Context: an optimization exercise on an open-source flow, tuned for small area. The choices shown serve that exercise and are no tape-out recipe.
Only simulation tests tie the RTL to the original design; equivalence was not proved.

==> job 5858 <==
==> flow/design.v <==
`timescale 1ns/1ps
`default_nettype none
module io_dma (
   input  wire         clk,
   input  wire         rst,
   input  wire [15:0]  cpu0_instr,
   input  wire         cpu0_mon,
   input  wire         cpu0_vld,
   input  wire [23:0]  cpu0_aj,
   input  wire [23:0]  cpu0_ak,
   output wire [23:0]  cpu0_ai,
   input  wire [15:0]  cpu1_instr,
   input  wire         cpu1_mon,
   input  wire         cpu1_vld,
   input  wire [23:0]  cpu1_aj,
   input  wire [23:0]  cpu1_ak,
   output wire [23:0]  cpu1_ai,
   input  wire [15:0]  in0_data,
   input  wire [15:0]  in1_data,
   input  wire [1:0]   in_vld,
   output wire [1:0]   in_rdy,
   output wire [15:0]  out0_data,
   output wire [15:0]  out1_data,
   output wire [1:0]   out_vld,
   input  wire [1:0]   out_rdy,
   output wire         mem_req,
   output wire         mem_wr,
   output wire [21:0]  mem_addr,
   output wire [63:0]  mem_wdata,
   input  wire         mem_ack,
   input  wire [63:0]  mem_rdata
);
   wire c0_ok  = (cpu0_aj[23:2] == 22'd2);    
   wire c1_ok  = (cpu1_aj[23:2] == 22'd2);
   wire c0_v   = cpu0_vld & cpu0_mon;
   wire c1_v   = cpu1_vld & cpu1_mon;
   wire c0_wca = c0_v & (cpu0_instr[15:6] == 10'o0010);
   wire c0_wcl = c0_v & (cpu0_instr[15:6] == 10'o0011);
   wire c0_rd  = c0_v & (cpu0_instr[15:9] == 7'o033);
   wire c1_wca = c1_v & (cpu1_instr[15:6] == 10'o0010);
   wire c1_wcl = c1_v & (cpu1_instr[15:6] == 10'o0011);
   wire c1_rd  = c1_v & (cpu1_instr[15:9] == 7'o033);
   wire c0_any = c0_wca | c0_wcl | c0_rd;    
   logic        r_wca, r_wcl, r_rd0, r_rd1, r_int, r_ok;
   logic [1:0]  r_ch;
   logic [21:0] r_val;
   always_ff @(posedge clk)
   begin
      if (rst)
      begin
         r_wca <= 1'b0;
         r_wcl <= 1'b0;
         r_rd0 <= 1'b0;
         r_rd1 <= 1'b0;
      end
      else
      begin
         r_wca <= c0_any ? (c0_wca & c0_ok) : (c1_wca & c1_ok);
         r_wcl <= c0_any ? (c0_wcl & c0_ok) : (c1_wcl & c1_ok);
         r_rd0 <= c0_rd;
         r_rd1 <= !c0_any & c1_rd;
      end
      r_int <= c0_any ? (cpu0_instr[5:0] == 6'd0) : (cpu1_instr[5:0] == 6'd0);
      r_ok  <= c0_any ? c0_ok : c1_ok;
      r_ch  <= c0_any ? cpu0_aj[1:0] : cpu1_aj[1:0];
      r_val <= c0_any ? cpu0_ak[21:0] : cpu1_ak[21:0];
   end
   logic [3:0]       active;
   logic [3:0]       intv;
   logic [3:0][21:0] ca;
   logic [3:0][21:0] cl;
   localparam logic [1:0] IDLE = 2'd0, FETCH = 2'd1, FORWARD = 2'd2;
   logic [1:0]  state;
   logic [1:0]  gnt;
   logic [1:0]  last;
   logic [21:0] addr;
   logic [63:0] data;
   logic [63:0] rx0_w, rx1_w, tx0_w, tx1_w;
   logic [1:0]  rx0_cnt, rx1_cnt, tx0_cnt, tx1_cnt;
   logic        rx0_full, rx1_full, tx0_empty, tx1_empty;
   wire [3:0] req = active & {tx1_empty, rx1_full, tx0_empty, rx0_full};
   wire       arb_any = |req;
   logic [1:0] grant;
   always_comb
   begin
      grant = 2'd0;
      for (int k = 4; k >= 1; k--)
         if (req[2'(last + 2'(k))])
            grant = 2'(last + 2'(k));
   end
   wire        idle    = (state == IDLE);
   wire        fetch   = (state == FETCH);
   wire        forward = (state == FORWARD);
   wire        is_in   = !gnt[0];
   wire        take    = idle & arb_any;
   wire        cpl     = forward & (!is_in | mem_ack);
   wire [1:0]  ca_idx  = idle ? grant : gnt;
   wire [21:0] ca_sel  = ca[ca_idx];
   wire [21:0] ca_inc  = ca_sel + 22'd1;
   wire        cpl_hit = cpl & active[gnt];
   wire        cpl_done = cpl_hit & (ca_inc == cl[gnt]);
   wire        any_int = |intv;
   logic [1:0] int_idx;
   always_comb
   begin
      int_idx = 2'd0;
      for (int i = 3; i >= 0; i--)
         if (intv[i])
            int_idx = 2'(i);
   end
   wire       rd_any  = r_rd0 | r_rd1;
   wire [3:0] int_clr = (rd_any & r_int & any_int) ? (4'd1 << int_idx) : 4'd0;
   wire [3:0] int_set = cpl_done ? (4'd1 << gnt) : 4'd0;
   wire       wr_act  = (r_val != cl[r_ch]);
   always_ff @(posedge clk)
   begin
      if (rst)
      begin
         active <= '0;
         intv   <= '0;
         ca     <= '0;
         cl     <= '0;
      end
      else
      begin
         intv <= (intv & ~int_clr) | int_set;
         if (cpl_hit)
         begin
            ca[gnt] <= ca_inc;
            if (cpl_done)
               active[gnt] <= 1'b0;
         end
         if (r_wca)
         begin
            ca[r_ch]     <= r_val;
            active[r_ch] <= wr_act;
         end
         if (r_wcl)
            cl[r_ch] <= r_val;
      end
   end
   logic [23:0] ai0, ai1;
   wire  [21:0] rd_res = r_int ? (any_int ? {18'd0, 2'b10, int_idx} : 22'd0)
                                : (r_ok ? ca[r_ch] : 22'd0);
   always_ff @(posedge clk)
   begin
      if (rst)
      begin
         ai0 <= '0;
         ai1 <= '0;
      end
      else
      begin
         if (r_rd0)
            ai0 <= {2'b00, rd_res};
         if (r_rd1)
            ai1 <= {2'b00, rd_res};
      end
   end
   assign cpu0_ai = ai0;
   assign cpu1_ai = ai1;
   always_ff @(posedge clk)
   begin
      if (rst)
      begin
         state <= IDLE;
         gnt   <= '0;
         last  <= 2'd3;    
      end
      else
      begin
         if (take)
            last <= grant;
         case (state)
            IDLE:
               if (arb_any)
               begin
                  gnt   <= grant;
                  state <= FETCH;
               end
            FETCH:
               if (is_in || mem_ack)
                  state <= FORWARD;
            FORWARD:
               if (cpl)
                  state <= IDLE;
            default:
               state <= IDLE;
         endcase
      end
   end
   always_ff @(posedge clk)
   begin
      if (take)
         addr <= ca_sel;
      if (fetch && is_in)
         data <= gnt[1] ? rx1_w : rx0_w;
   end
   assign mem_req   = (fetch & !is_in) | (forward & is_in);
   assign mem_wr    = forward & is_in;
   assign mem_addr  = addr;
   assign mem_wdata = data;
   wire rx0_take = in_vld[0] & !rx0_full;
   wire rx1_take = in_vld[1] & !rx1_full;
   wire rx0_rd   = fetch & is_in & !gnt[1];
   wire rx1_rd   = fetch & is_in &  gnt[1];
   assign in_rdy = {!rx1_full, !rx0_full};
   always_ff @(posedge clk)
   begin
      if (rst)
      begin
         rx0_cnt  <= '0;
         rx1_cnt  <= '0;
         rx0_full <= 1'b0;
         rx1_full <= 1'b0;
      end
      else
      begin
         if (rx0_rd)
            rx0_full <= 1'b0;
         if (rx0_take)
         begin
            rx0_cnt <= rx0_cnt + 2'd1;
            if (rx0_cnt == 2'd3)
               rx0_full <= 1'b1;
         end
         if (rx1_rd)
            rx1_full <= 1'b0;
         if (rx1_take)
         begin
            rx1_cnt <= rx1_cnt + 2'd1;
            if (rx1_cnt == 2'd3)
               rx1_full <= 1'b1;
         end
      end
   end
   always_ff @(posedge clk)
   begin
      if (rx0_take)
         rx0_w <= {rx0_w[47:0], in0_data};
      if (rx1_take)
         rx1_w <= {rx1_w[47:0], in1_data};
   end
   wire tx_ld  = fetch & !is_in & mem_ack;
   wire tx0_wr = forward & !is_in & !gnt[1];
   wire tx1_wr = forward & !is_in &  gnt[1];
   wire tx0_sent = !tx0_empty & out_rdy[0];
   wire tx1_sent = !tx1_empty & out_rdy[1];
   assign out_vld = {!tx1_empty, !tx0_empty};
   always_ff @(posedge clk)
   begin
      if (rst)
      begin
         tx0_empty <= 1'b1;
         tx1_empty <= 1'b1;
         tx0_cnt   <= '0;
         tx1_cnt   <= '0;
      end
      else
      begin
         if (tx0_wr)
         begin
            tx0_empty <= 1'b0;
            tx0_cnt   <= '0;
         end
         else if (tx0_sent)
         begin
            tx0_cnt <= tx0_cnt + 2'd1;
            if (tx0_cnt == 2'd3)
               tx0_empty <= 1'b1;
         end
         if (tx1_wr)
         begin
            tx1_empty <= 1'b0;
            tx1_cnt   <= '0;
         end
         else if (tx1_sent)
         begin
            tx1_cnt <= tx1_cnt + 2'd1;
            if (tx1_cnt == 2'd3)
               tx1_empty <= 1'b1;
         end
      end
   end
   always_ff @(posedge clk)
   begin
      if (tx_ld && !gnt[1])
         tx0_w <= mem_rdata;
      if (tx_ld && gnt[1])
         tx1_w <= mem_rdata;
   end
   assign out0_data = tx0_cnt[1] ? (tx0_cnt[0] ? tx0_w[15:0]  : tx0_w[31:16])
                                 : (tx0_cnt[0] ? tx0_w[47:32] : tx0_w[63:48]);
   assign out1_data = tx1_cnt[1] ? (tx1_cnt[0] ? tx1_w[15:0]  : tx1_w[31:16])
                                 : (tx1_cnt[0] ? tx1_w[47:32] : tx1_w[63:48]);
endmodule
`default_nettype wire
==> flow/run.sh <==
#!/bin/bash
# synth_recipe.tcl (not shown) runs the flow's synth.tcl, then flattens the netlist and writes it again
# the make line also repeats each setting of config.mk as NAME=value (left out here)
make -C /OpenROAD-flow-scripts/flow DESIGN_CONFIG=/design/flow/config.mk WORK_HOME=/design/flow/orfs CLKGATE_MAP_FILE= SYNTH_SCRIPT=/design/flow/synth_recipe.tcl finish
==> flow/config.mk <==
export PLATFORM = sky130hd
export DESIGN_NAME = io_dma
export DESIGN_NICKNAME = io_dma
export VERILOG_FILES = /design/flow/design.v
export SDC_FILE = /design/flow/constraint.sdc
export NUM_CORES = 4
export LEC_CHECK = 0
export ABC_AREA = 1
export CAP_MARGIN = 20
export CORE_MARGIN = 2
export CORE_UTILIZATION = 60
export SLEW_MARGIN = 20
==> flow/constraint.sdc <==
create_clock -name core_clock -period 6.0 [get_ports {clk}]
set_input_delay 1.2000 -clock core_clock [delete_from_list [all_inputs] [get_ports {clk}]]
set_output_delay 1.2000 -clock core_clock [all_outputs]
set_load 0.01 [all_outputs]
==> job 4997: changes against job 5858 <==
--- a/flow/design.v
+++ b/flow/design.v
@@ -73,5 +73,4 @@
    logic [1:0]  state;
    logic [1:0]  gnt;
-   logic [1:0]  last;
    logic [21:0] addr;
    logic [63:0] data;
@@ -86,6 +85,6 @@
       grant = 2'd0;
       for (int k = 4; k >= 1; k--)
-         if (req[2'(last + 2'(k))])
-            grant = 2'(last + 2'(k));
+         if (req[2'(gnt + 2'(k))])
+            grant = 2'(gnt + 2'(k));
    end
    wire        idle    = (state == IDLE);
@@ -165,11 +164,8 @@
       begin
          state <= IDLE;
-         gnt   <= '0;
-         last  <= 2'd3;    
-      end
-      else
-      begin
-         if (take)
-            last <= grant;
+         gnt   <= 2'd3;    
+      end
+      else
+      begin
          case (state)
             IDLE:
@@ -194,7 +190,7 @@
       if (take)
          addr <= ca_sel;
-      if (fetch && is_in)
-         data <= gnt[1] ? rx1_w : rx0_w;
-   end
+   end
+   always_ff @(posedge clk)
+      data <= ({64{rx0_rd}} & rx0_w) | ({64{rx1_rd}} & rx1_w) | ({64{!(rx0_rd | rx1_rd)}} & data);
    assign mem_req   = (fetch & !is_in) | (forward & is_in);
    assign mem_wr    = forward & is_in;
==> flow/flow/run.sh (new file) <==
#!/bin/bash
# Own layout flow: the standard synthesis, then a re-mapping of its combinational logic
# (flip-flop instances kept as they are), then the standard ORFS steps with small port buffers
# and a lighter clock tree. Each tool's output goes to a log file in this folder.
set -euo pipefail
W=$PWD
R=$W/orfs/results/$FLOW_PLATFORM/io_dma/base
LIB=$FLOW_HOME/platforms/sky130hd/lib/sky130_fd_sc_hd__tt_025C_1v80.lib
ABC_SCRIPT=$W/flow/resyn.abc
LAYOUT_VARS=(
  "BUFFER_PORTS_ARGS=-buffer_cell sky130_fd_sc_hd__buf_1"
  "CTS_ARGS=-sink_clustering_enable -repair_clock_nets -dont_use_dummy_load -buf_list {sky130_fd_sc_hd__clkbuf_4 sky130_fd_sc_hd__clkbuf_8} -sink_clustering_size 20 -sink_clustering_max_diameter 50"
)

# 1. Standard synthesis, unchanged
bash standard.sh synth > $W/1_standard_synth.log 2>&1
cp $R/1_2_yosys.v $W/std_1_2_yosys.v

# 2. Re-map the combinational cells; flip-flops and tie cells stay as black boxes
# The standard synthesis's own dont_use list, as its ABC call was given it
DONT_USE=$(grep -o -- "-dont_use [^ ]*" $W/orfs/logs/$FLOW_PLATFORM/io_dma/base/1_2_yosys.log | sort -u | tr '\n' ' ')
SEQ=$(grep -o 'sky130_fd_sc_hd__[a-z0-9_]*' $W/std_1_2_yosys.v | sort -u | grep -E '__(dfxtp|dfrtp|dfstp|dfbbp|dfrbp|dfsbp|dfxbp|edfxtp|edfxbp|sdf|sedf|dl|conb)' | tr '\n' ' ')
cat > $W/resyn.ys <<EOT
read_liberty -ignore_miss_func $LIB
blackbox $SEQ
read_verilog $W/std_1_2_yosys.v
hierarchy -top $FLOW_TOP
flatten
opt_clean
techmap
opt -fast
abc -script $ABC_SCRIPT -liberty $LIB $DONT_USE -D 6000
read_liberty -lib -overwrite $LIB
opt_clean -purge
hilomap -singleton -hicell sky130_fd_sc_hd__conb_1 HI -locell sky130_fd_sc_hd__conb_1 LO
insbuf -buf sky130_fd_sc_hd__buf_4 A X
opt_clean -purge
rename -hide w:*.*
check -assert -mapped
stat -liberty $LIB
write_verilog -noattr -nohex -nodec $W/resyn_1_2_yosys.v
EOT
ok=0
if yosys -s $W/resyn.ys > $W/2_resyn.log 2>&1; then
  # Keep the result only if its flip-flops are exactly the standard synthesis's
  regs() { grep -E "^\s*sky130_fd_sc_hd__[a-z0-9_]+ " "$1" | grep -E "$(echo $SEQ | tr ' ' '|' | sed 's/|$//')" | grep -v conb | sed 's/  *(\s*$//;s/^ *//' | sort; }
  regs $W/std_1_2_yosys.v > $W/regs_std.txt
  regs $W/resyn_1_2_yosys.v > $W/regs_resyn.txt
  if [ -s $W/regs_std.txt ] && cmp -s $W/regs_std.txt $W/regs_resyn.txt; then ok=1; fi
fi
echo "resynthesis used: $ok" | tee $W/resyn_used.txt
if [ $ok = 1 ]; then
  cp $W/resyn_1_2_yosys.v $R/1_2_yosys.v
  rm -f $R/1_synth.odb $R/1_synth.sdc
fi

# 3. Layout
bash standard.sh "${LAYOUT_VARS[@]}" finish > $W/3_layout.log 2>&1
==> flow/flow/resyn.abc (new file) <==
strash
&get -n
&fraig -x
&put
scorr
dc2
strash
&get -n
&deepsyn -T 60
&dch -f
&nf -R 1000
&put
==> flow/standard.sh (new file) <==
#!/bin/bash
# synth_recipe.tcl (not shown) runs the flow's synth.tcl, then flattens the netlist and writes it again
# the make line also repeats each setting of config.mk as NAME=value (left out here)
make -C /OpenROAD-flow-scripts/flow DESIGN_CONFIG=/design/flow/config.mk WORK_HOME=/design/flow/orfs CLKGATE_MAP_FILE= SYNTH_SCRIPT=/design/flow/synth_recipe.tcl "${@:-finish}"
--- a/flow/config.mk
+++ b/flow/config.mk
@@ -6,7 +6,6 @@
 export NUM_CORES = 4
 export LEC_CHECK = 0
-export ABC_AREA = 1
 export CAP_MARGIN = 20
 export CORE_MARGIN = 2
-export CORE_UTILIZATION = 60
+export CORE_UTILIZATION = 65
 export SLEW_MARGIN = 20
removed: flow/run.sh
==> metrics.yaml <==
status: "finished clean"
p_per_area_nw_per_um2: 253.7
wl_um: 76150
layout_setup_ws_ns: 0.3903
switching_power_mw: 1.512
r2r_start: "state[1]"
That was job 4997.
==> metrics.yaml <==
multi_input_area_share_pct: 37.96
p_seq_mw: 4.59
status: "finished clean"
layout_setup_ws_ns: 0.3218
p_per_area_nw_per_um2: 240.4
detail-route-antenna-nets: 0
wl_um: 140900
r2r_start: "last[0]"
switching_power_mw: 2.324
That was job 5858.

==> afterwards: timing with drivers on the ports <==
The results above use ideal ports. As a check the final layouts listed here were re-extracted and re-timed, cells and wires unchanged. Step 1: set_driving_cell puts a clkbuf_16 on clk and a buf_2 on each other input, an assumption about the parent block. Step 2 times the ports against the registers' clock, not the clock port: input delays grow and output delays shrink by t, the midpoint of the rising clock arrivals with the driver on. Three values: ideal ports, drivers, drivers and shift; two values: the first two.
| run | shift t [ns] | setup slack, ns | latest minus earliest clock arrival (ns) |
|---|---|---|---|
| job 5858 | 0.733 | 0.322 / 0.322 / 0.322 | 0.030 / 0.030 |
| job 4997 | 0.703 | 0.390 / 0.390 / 0.390 | 0.092 / 0.091 |
After both steps every run listed still meets setup and hold.
